What follows belongs to an exercise in optimizing a design on an open flow for small area; a production flow would make more cautious choices.
Where RTL was checked, it was by simulation tests only, not by an equivalence proof against the original.
Power is estimated from default activity; no workload was simulated. No driver is modelled on the clock port, so clocking that relies on it looks cheaper here than on a real chip.

==> flow/design.v <==
package daq_pkg;
    parameter int DEFAULT_N_CH   = 16;
    parameter int DEFAULT_WINDOW = 64;
    typedef enum logic [1:0] {
        STAND_BY = 2'd0,
        READING  = 2'd1,
        WAITING  = 2'd2
    } readout_state_e;
endpackage
module pulse_lane
#(
    parameter int WINDOW = daq_pkg::DEFAULT_WINDOW           
) (
    input  logic              clk,
    input  logic              rst,
    input  logic              pulse_n,              
    output logic [WINDOW-1:0] window_n              
);
    logic    sync_meta;                             
    logic    sync_q;                                
    logic    prev_q;                                
    logic    rise_n;                                
    always_ff @(posedge clk) begin
        if (rst) begin
            sync_meta <= 1'b0;
        end else begin
            sync_meta <= ~pulse_n;
        end
    end
    always_ff @(posedge clk) begin
        sync_q <= sync_meta;
        prev_q <= sync_q;
    end
    assign rise_n = ~(sync_q & ~prev_q);
    logic [WINDOW:0] hist_n;
    always_ff @(posedge clk) begin
        hist_n <= {rise_n, hist_n[WINDOW:1]};
    end
    assign window_n = hist_n[WINDOW-1:0];
endmodule
module event_readout
#(
    parameter int N_CH   = daq_pkg::DEFAULT_N_CH,            
    parameter int WINDOW = daq_pkg::DEFAULT_WINDOW           
) (
    input  logic                         clk,
    input  logic                         rst,
    input  logic [N_CH-1:0][WINDOW-1:0]  windows_n,     
    input  logic                         trig_thresh,   
    input  logic                         event_saved,   
    output logic [N_CH-1:0][WINDOW-1:0]  evento         
);
    logic reading_q;                                
    logic waiting_q;                                
    logic show_q;                                   
    always_ff @(posedge clk) begin
        if (rst) begin
            reading_q <= 1'b0;
            waiting_q <= 1'b0;
            show_q    <= 1'b0;
        end else begin
            reading_q <= ~reading_q & ~waiting_q & trig_thresh;
            waiting_q <= reading_q | (waiting_q & ~event_saved);
            show_q    <= reading_q;
        end
    end
    localparam logic [6:0] AGE0 = 7'(127 - (WINDOW + 2));
    logic [6:0] age_q;
    always_ff @(posedge clk) begin
        if (rst) begin
            age_q <= AGE0;
        end else if (age_q != 7'h7f) begin
            age_q <= age_q + 1'b1;
        end
    end
    logic [7:0] hi_ge;                              
    logic [7:0] hi_ge_n;                            
    logic [7:0] hi_eq;                              
    logic [7:0] lo_ge;                              
    event_mask_dec dec0 (
        .shown   (show_q & age_q[6]),
        .age_hi  (age_q[5:3]),
        .age_lo  (age_q[2:0]),
        .hi_ge   (hi_ge),
        .hi_ge_n (hi_ge_n),
        .hi_eq   (hi_eq),
        .lo_ge   (lo_ge)
    );
    logic [WINDOW-1:0] show_n;                      
    event_mask #(
        .WINDOW (WINDOW)
    ) mask0 (
        .hi_ge   (hi_ge),
        .hi_ge_n (hi_ge_n),
        .hi_eq   (hi_eq),
        .lo_ge   (lo_ge),
        .show_n  (show_n)
    );
    event_gate #(
        .N_CH   (N_CH),
        .WINDOW (WINDOW)
    ) gate0 (
        .show_n    (show_n),
        .windows_n (windows_n),
        .evento    (evento)
    );
endmodule
module event_gate
#(
    parameter int N_CH   = daq_pkg::DEFAULT_N_CH,
    parameter int WINDOW = daq_pkg::DEFAULT_WINDOW
) (
    input  logic [WINDOW-1:0]            show_n,
    input  logic [N_CH-1:0][WINDOW-1:0]  windows_n,
    output logic [N_CH-1:0][WINDOW-1:0]  evento
);
    for (genvar c = 0; c < N_CH; c++) begin : ch_g
        assign evento[c] = ~(show_n | windows_n[c]);
    end
endmodule
module event_mask_dec (
    input  logic       shown,                       
    input  logic [2:0] age_hi,
    input  logic [2:0] age_lo,
    output logic [7:0] hi_ge,                       
    output logic [7:0] hi_ge_n,                     
    output logic [7:0] hi_eq,                       
    output logic [7:0] lo_ge                        
);
    for (genvar i = 0; i < 8; i++) begin : dec_g
        assign hi_ge[i]   = shown & (age_hi >= 3'(i));
        assign hi_ge_n[i] = ~hi_ge[i];
        assign hi_eq[i]   = shown & (age_hi == 3'(i));
        assign lo_ge[i]   = (age_lo >= 3'(i));
    end
endmodule
module event_mask
#(
    parameter int WINDOW = daq_pkg::DEFAULT_WINDOW
) (
    input  logic [7:0]        hi_ge,
    input  logic [7:0]        hi_ge_n,
    input  logic [7:0]        hi_eq,
    input  logic [7:0]        lo_ge,
    output logic [WINDOW-1:0] show_n                
);
    for (genvar k = 0; k < WINDOW; k++) begin : pos_g
        localparam int T = 63 - k;                  
        if (T % 8 == 0) begin : whole_g
            assign show_n[k] = hi_ge_n[T / 8];
        end else if (T / 8 == 7) begin : top_g
            assign show_n[k] = ~(hi_eq[7] & lo_ge[T % 8]);
        end else begin : part_g
            assign show_n[k] = ~(hi_ge[T / 8 + 1] | (hi_eq[T / 8] & lo_ge[T % 8]));
        end
    end
endmodule
module pulse_sampler
#(
    parameter int N_CH   = daq_pkg::DEFAULT_N_CH,            
    parameter int WINDOW = daq_pkg::DEFAULT_WINDOW           
) (
    input  logic                         clk,
    input  logic                         rst,
    input  logic [N_CH-1:0]              ch_n,           
    input  logic                         trig_thresh,    
    input  logic                         event_saved,    
    output logic [N_CH*WINDOW-1:0]       evento          
);
    logic [N_CH-1:0][WINDOW-1:0] windows_n;
    for (genvar i = 0; i < N_CH; i++) begin : lane_g
        pulse_lane #(
            .WINDOW (WINDOW)
        ) lane (
            .clk      (clk),
            .rst      (rst),
            .pulse_n  (ch_n[i]),
            .window_n (windows_n[i])
        );
    end
    event_readout #(
        .N_CH   (N_CH),
        .WINDOW (WINDOW)
    ) readout0 (
        .clk         (clk),
        .rst         (rst),
        .windows_n   (windows_n),
        .trig_thresh (trig_thresh),
        .event_saved (event_saved),
        .evento      (evento)
    );
endmodule
Settings: LEC_CHECK=0, ABC_AREA=1, CAP_MARGIN=0, CORE_AREA=8 8 442 442, DIE_AREA=0 0 450 450, PLACE_DENSITY=0.6, SLEW_MARGIN=0, SYNTH_HIERARCHICAL=1, SYNTH_MINIMUM_KEEP_SIZE=0; clock period 5.0 ns.
standard.sh (not shown) runs the stock make flow with config.mk's settings and CLKGATE_MAP_FILE= SYNTH_SCRIPT=/design/flow/synth_recipe.tcl, a recipe that flattens the netlist after the stock synthesis.
==> flow/flow/run.sh <==
#!/bin/bash
# Standard ORFS layout with these changes:
#  - synthesis maps logic with an area-only ABC script (abc_area.script here,
#    in a copy of the ORFS scripts folder made in the work folder);
#  - the smallest buffer on the ports;
#  - logic back at its smallest drive after synthesis, and the ports in a
#    fixed order (post_floorplan.tcl);
#  - a lighter clock tree (cts_args.txt).
set -euo pipefail
here=$(cd "$(dirname "$0")" && pwd)
work=$(pwd)
rm -rf "$work/orfs_scripts"
cp -r "$FLOW_HOME/scripts" "$work/orfs_scripts"
cp "$here/abc_area.script" "$work/orfs_scripts/abc_area.script"
export SCRIPTS_DIR="$work/orfs_scripts"
export BUFFER_PORTS_ARGS="-buffer_cell sky130_fd_sc_hd__buf_1"
export POST_FLOORPLAN_TCL="$here/post_floorplan.tcl"
export CTS_ARGS="-sink_clustering_enable -repair_clock_nets -dont_use_dummy_load $(cat "$here/cts_args.txt")"
bash standard.sh finish > flow_make.log 2>&1
Other scripts of this flow, unchanged in this note and not shown: flow/flow/abc_area.script, flow/flow/cts_args.txt, flow/flow/downsize.tcl, flow/flow/pins.tcl, flow/flow/post_floorplan.tcl
The first run ran to the end with no violations.
Rerun with:
--- a/flow/design.v
+++ b/flow/design.v
@@ -51,18 +51,15 @@
     output logic [N_CH-1:0][WINDOW-1:0]  evento         
 );
-    logic reading_q;                                
-    logic waiting_q;                                
-    logic show_q;                                   
+    logic [1:0] state_q;
+    logic       show_q;                             
     always_ff @(posedge clk) begin
         if (rst) begin
-            reading_q <= 1'b0;
-            waiting_q <= 1'b0;
-            show_q    <= 1'b0;
+            state_q <= 2'b00;
         end else begin
-            reading_q <= ~reading_q & ~waiting_q & trig_thresh;
-            waiting_q <= reading_q | (waiting_q & ~event_saved);
-            show_q    <= reading_q;
+            state_q[1] <= (~state_q[1] & state_q[0]) | (state_q[1] & ~event_saved);
+            state_q[0] <= (~state_q[1] & ~state_q[0] & trig_thresh) | (state_q[1] & ~event_saved);
         end
     end
+    assign show_q = state_q[1] & ~state_q[0];
     localparam logic [6:0] AGE0 = 7'(127 - (WINDOW + 2));
     logic [6:0] age_q;
Result: The changed run finished clean. Total power is higher by 0.92%. Hold slack improves by 0.0030 ns. Via count hardly moves. Setup slack degrades by 0.033 ns. Global-route usage is about the same. Wire length is higher by 0.49%.
For the first run of this note, only the layout was checked, not whether the RTL still works.

== Q ==
Another version of the RTL of pulse_sampler (not shown whole).
Size in the first run: ~3500 cells after synthesis, ~1100 flip-flops, roughly 37000 µm² of cells after synthesis.
==> module event_readout, before the edit <==
module event_readout
#(
    parameter int N_CH   = daq_pkg::DEFAULT_N_CH,            
    parameter int WINDOW = daq_pkg::DEFAULT_WINDOW           
) (
    input  logic                         clk,
    input  logic                         rst,
    input  logic [N_CH-1:0][WINDOW-1:0]  windows_n,     
    input  logic                         trig_thresh,   
    input  logic                         event_saved,   
    output logic [N_CH-1:0][WINDOW-1:0]  evento         
);
    logic reading_q;                                
    logic waiting_q;                                
    logic show_q;                                   
    always_ff @(posedge clk) begin
        if (rst) begin
            reading_q <= 1'b0;
            waiting_q <= 1'b0;
            show_q    <= 1'b0;
        end else begin
            reading_q <= ~reading_q & ~waiting_q & trig_thresh;
            waiting_q <= reading_q | (waiting_q & ~event_saved);
            show_q    <= reading_q;
        end
    end
    localparam logic [6:0] AGE0 = 7'(127 - (WINDOW + 2));
    logic [6:0] age_q;
    always_ff @(posedge clk) begin
        if (rst) begin
            age_q <= AGE0;
        end else if (age_q != 7'h7f) begin
            age_q <= age_q + 1'b1;
        end
    end
    logic       shown;                              
    logic [2:0] age_hi, age_lo;
    logic [7:0] hi_gt;                              
    logic [7:0] hi_eq;                              
    logic [7:0] lo_ge;                              
    assign shown  = show_q & age_q[6];
    assign age_hi = age_q[5:3];
    assign age_lo = age_q[2:0];
    for (genvar i = 0; i < 8; i++) begin : dec_g
        assign hi_gt[i] = shown & (age_hi > 3'(i));
        assign hi_eq[i] = shown & (age_hi == 3'(i));
        assign lo_ge[i] = (age_lo >= 3'(i));
    end
    logic [WINDOW-1:0] show_n;                      
    for (genvar k = 0; k < WINDOW; k++) begin : pos_g
        localparam int T = 63 - k;                  
        assign show_n[k] = ~(hi_gt[T / 8] | (hi_eq[T / 8] & lo_ge[T % 8]));
    end
    event_gate #(
        .N_CH   (N_CH),
        .WINDOW (WINDOW)
    ) gate0 (
        .show_n    (show_n),
        .windows_n (windows_n),
        .evento    (evento)
    );
endmodule
==> flow/config.mk <==
export PLATFORM = sky130hd
export DESIGN_NAME = pulse_sampler
export DESIGN_NICKNAME = pulse_sampler
export VERILOG_FILES = /design/flow/design.v
export SDC_FILE = /design/flow/constraint.sdc
export NUM_CORES = 4
export LEC_CHECK = 0
export ABC_AREA = 1
export CAP_MARGIN = 20
export CORE_AREA = 8 8 442 442
export DIE_AREA = 0 0 450 450
export PLACE_DENSITY = 0.6
export SLEW_MARGIN = 20
export SYNTH_HIERARCHICAL = 1
export SYNTH_MINIMUM_KEEP_SIZE = 0
==> flow/constraint.sdc <==
create_clock -name core_clock -period 5.0 [get_ports {clk}]
set_input_delay 1.0000 -clock core_clock [delete_from_list [all_inputs] [get_ports {clk}]]
set_output_delay 1.0000 -clock core_clock [all_outputs]
set_load 0.01 [all_outputs]
==> flow/flow/run.sh <==
#!/bin/bash
# Standard ORFS layout, with the smallest buffer on the ports, logic back at
# its smallest drive after synthesis, ports in a fixed order and a lighter
# clock tree.
set -euo pipefail
here=$(cd "$(dirname "$0")" && pwd)
export BUFFER_PORTS_ARGS="-buffer_cell sky130_fd_sc_hd__buf_1"
export POST_FLOORPLAN_TCL="$here/post_floorplan.tcl"
export CTS_ARGS="-sink_clustering_enable -repair_clock_nets -dont_use_dummy_load $(cat "$here/cts_args.txt")"
bash standard.sh finish > flow_make.log 2>&1
Other scripts of this flow, unchanged in this note and not shown: flow/flow/cts_args.txt, flow/flow/downsize.tcl, flow/flow/pins.tcl, flow/flow/post_floorplan.tcl
Here is what was changed in the inputs of S compared with Q.
--- a/flow/design.v
+++ b/flow/design.v
@@ -73,25 +73,30 @@
             age_q <= age_q + 1'b1;
         end
     end
     logic       shown;                              
     logic [2:0] age_hi, age_lo;
-    logic [7:0] hi_gt;                              
+    logic [8:0] hi_ge;                              
     logic [7:0] hi_eq;                              
     logic [7:0] lo_ge;                              
     assign shown  = show_q & age_q[6];
     assign age_hi = age_q[5:3];
     assign age_lo = age_q[2:0];
     for (genvar i = 0; i < 8; i++) begin : dec_g
-        assign hi_gt[i] = shown & (age_hi > 3'(i));
+        assign hi_ge[i] = shown & (age_hi >= 3'(i));
         assign hi_eq[i] = shown & (age_hi == 3'(i));
         assign lo_ge[i] = (age_lo >= 3'(i));
     end
+    assign hi_ge[8] = 1'b0;
     logic [WINDOW-1:0] show_n;                      
     for (genvar k = 0; k < WINDOW; k++) begin : pos_g
         localparam int T = 63 - k;                  
-        assign show_n[k] = ~(hi_gt[T / 8] | (hi_eq[T / 8] & lo_ge[T % 8]));
+        if (T % 8 == 0) begin : whole_g
+            assign show_n[k] = ~hi_ge[T / 8];
+        end else begin : part_g
+            assign show_n[k] = ~(hi_ge[T / 8 + 1] | (hi_eq[T / 8] & lo_ge[T % 8]));
+        end
     end
     event_gate #(
         .N_CH   (N_CH),
         .WINDOW (WINDOW)
     ) gate0 (
[summary]
- Run comparison: S origin of the worst setup path readout0.age_q[6]$_SDFFE_PP0P_; Q origin of the worst setup path readout0.age_q[4]$_SDFFE_PP1P_
- Relative to Q, met1 wire length has decreased by about 1.9% in S.
- Changes observed in S relative to Q: worst-case reg-to-reg path depth climbed 2, signed area change from the synthesized netlist to the final layout did not really move, final standard cell utilization of the core flat, detailed route wirelength on metal2 dropped 210 µm, post-route worst setup slack moved up.
The RTL of S was laid out without a check of its function.

Another version of the RTL of pulse_sampler (not shown whole).
Size: roughly 0.034 mm² of cells after synthesis.
==> module event_readout, before the edit <==
module event_readout
#(
    parameter int N_CH   = daq_pkg::DEFAULT_N_CH,            
    parameter int WINDOW = daq_pkg::DEFAULT_WINDOW           
) (
    input  logic                         clk,
    input  logic                         rst,
    input  logic [N_CH-1:0][WINDOW-1:0]  windows_n,     
    input  logic                         trig_thresh,   
    input  logic                         event_saved,   
    output logic [N_CH-1:0][WINDOW-1:0]  evento         
);
    logic reading_q;                                
    logic waiting_q;                                
    logic shown_q;                                  
    always_ff @(posedge clk) begin
        if (rst) begin
            reading_q <= 1'b0;
            waiting_q <= 1'b0;
            shown_q   <= 1'b0;
        end else begin
            reading_q <= ~reading_q & ~waiting_q & trig_thresh;
            waiting_q <= reading_q | (waiting_q & ~event_saved);
            shown_q   <= reading_q & (age_q[6] | (&age_q[5:0]));    
        end
    end
    localparam logic [6:0] AGE0 = 7'(127 - (WINDOW + 2));
    logic [6:0] age_q;
    always_ff @(posedge clk) begin
        if (rst) begin
            age_q <= AGE0;
        end else if (age_q != 7'h7f) begin
            age_q <= age_q + 1'b1;
        end
    end
    logic [7:0] hi_ge;                              
    logic [7:0] hi_ge_n;                            
    logic [7:0] hi_eq;                              
    logic [7:0] lo_ge;                              
    event_mask_dec dec0 (
        .shown   (shown_q),
        .age_hi  (age_q[5:3]),
        .age_lo  (age_q[2:0]),
        .hi_ge   (hi_ge),
        .hi_ge_n (hi_ge_n),
        .hi_eq   (hi_eq),
        .lo_ge   (lo_ge)
    );
    logic [WINDOW-1:0] show_n;                      
    event_mask #(
        .WINDOW (WINDOW)
    ) mask0 (
        .hi_ge   (hi_ge),
        .hi_ge_n (hi_ge_n),
        .hi_eq   (hi_eq),
        .lo_ge   (lo_ge),
        .show_n  (show_n)
    );
    event_gate #(
        .N_CH   (N_CH),
        .WINDOW (WINDOW)
    ) gate0 (
        .show_n    (show_n),
        .windows_n (windows_n),
        .evento    (evento)
    );
endmodule
clock: 5.0 ns
lec_check: 0
abc_area: 1
cap_margin: 5
core_area: 8 8 492 112
die_area: 0 0 500 120
place_density: 0.75
slew_margin: 0
synth_hierarchical: 1
synth_minimum_keep_size: 0
==> flow/flow/run.sh <==
#!/bin/bash
# Standard ORFS layout with these changes:
#  - synthesis maps logic with an area-only ABC script (abc_area.script here,
#    in a copy of the ORFS scripts folder made in the work folder);
#  - the smallest buffer on the ports;
#  - logic back at its smallest drive after synthesis, and the ports in a
#    fixed order (post_floorplan.tcl);
#  - a lighter clock tree (cts_args.txt).
set -euo pipefail
here=$(cd "$(dirname "$0")" && pwd)
work=$(pwd)
rm -rf "$work/orfs_scripts"
cp -r "$FLOW_HOME/scripts" "$work/orfs_scripts"
cp "$here/abc_area.script" "$work/orfs_scripts/abc_area.script"
export SCRIPTS_DIR="$work/orfs_scripts"
export BUFFER_PORTS_ARGS="-buffer_cell sky130_fd_sc_hd__buf_1"
export POST_FLOORPLAN_TCL="$here/post_floorplan.tcl"
export CTS_ARGS="-sink_clustering_enable -repair_clock_nets -dont_use_dummy_load $(cat "$here/cts_args.txt")"
bash standard.sh finish > flow_make.log 2>&1
Other scripts of this flow, unchanged in this note and not shown: flow/flow/abc_area.script, flow/flow/cts_args.txt, flow/flow/downsize.tcl, flow/flow/pins.tcl, flow/flow/post_floorplan.tcl
Next try:
--- a/flow/design.v
+++ b/flow/design.v
@@ -48,24 +48,21 @@
     input  logic [N_CH-1:0][WINDOW-1:0]  windows_n,     
     input  logic                         trig_thresh,   
     input  logic                         event_saved,   
     output logic [N_CH-1:0][WINDOW-1:0]  evento         
 );
-    logic reading_q;                                
-    logic waiting_q;                                
-    logic shown_q;                                  
+    logic [1:0] state_q;
+    logic       show_q;                             
     always_ff @(posedge clk) begin
         if (rst) begin
-            reading_q <= 1'b0;
-            waiting_q <= 1'b0;
-            shown_q   <= 1'b0;
+            state_q <= 2'b00;
         end else begin
-            reading_q <= ~reading_q & ~waiting_q & trig_thresh;
-            waiting_q <= reading_q | (waiting_q & ~event_saved);
-            shown_q   <= reading_q & (age_q[6] | (&age_q[5:0]));    
+            state_q[1] <= (~state_q[1] & state_q[0]) | (state_q[1] & ~event_saved);
+            state_q[0] <= (~state_q[1] & ~state_q[0] & trig_thresh) | (state_q[1] & ~event_saved);
         end
     end
+    assign show_q = state_q[1] & ~state_q[0];
     localparam logic [6:0] AGE0 = 7'(127 - (WINDOW + 2));
     logic [6:0] age_q;
     always_ff @(posedge clk) begin
         if (rst) begin
             age_q <= AGE0;
@@ -76,11 +73,11 @@
     logic [7:0] hi_ge;                              
     logic [7:0] hi_ge_n;                            
     logic [7:0] hi_eq;                              
     logic [7:0] lo_ge;                              
     event_mask_dec dec0 (
-        .shown   (shown_q),
+        .shown   (show_q & age_q[6]),
         .age_hi  (age_q[5:3]),
         .age_lo  (age_q[2:0]),
         .hi_ge   (hi_ge),
         .hi_ge_n (hi_ge_n),
         .hi_eq   (hi_eq),
After rerunning:
- critical path depth fell by 4
- area after synthesis is about the same
- synthesized cell count stays the same
- fmax fell by 0.83%
- setup slack loses 0.039 ns
- wire length rose by 0.91%
- sequential share of layout area fell by 0.33 points
- global-route usage rose by 0.60 points
- cell count rose by 0.42%

[what the ideal ports hide]
How much do the figures lean on ideal ports? The routed layouts below were timed once more, with nothing changed but the port constraints.
Step 1 sets driving cells, clkbuf_16 on the clock port and buf_2 on the other inputs (assumed; they add their load-dependent delay and slew).
Step 2 moves the port delays by t, midway between the first and last clock arrival at a register: inputs arrive t later, outputs are due t later. That takes back most of the time a late clock gives input paths.
a / b / c = ideal / step 1 / step 2; a / b = the first two.
run	t, ns	setup slack, ns	slew at the worst register clock pin (ns)
the first run of note 1	0.720	0.260 / 0.182 / 0.903	0.11 / 0.11
the second run of note 1	0.724	0.228 / 0.143 / 0.867	0.11 / 0.11
Q	0.704	0.455 / 0.380 / 1.084	0.11 / 0.11
S	0.717	0.504 / 0.426 / 1.143	0.11 / 0.11
the first run of note 3	0.643	0.374 / 0.311 / 0.955	0.12 / 0.12
the second run of note 3	0.647	0.335 / 0.276 / 0.922	0.11 / 0.11
After both steps every run listed still meets setup and hold.
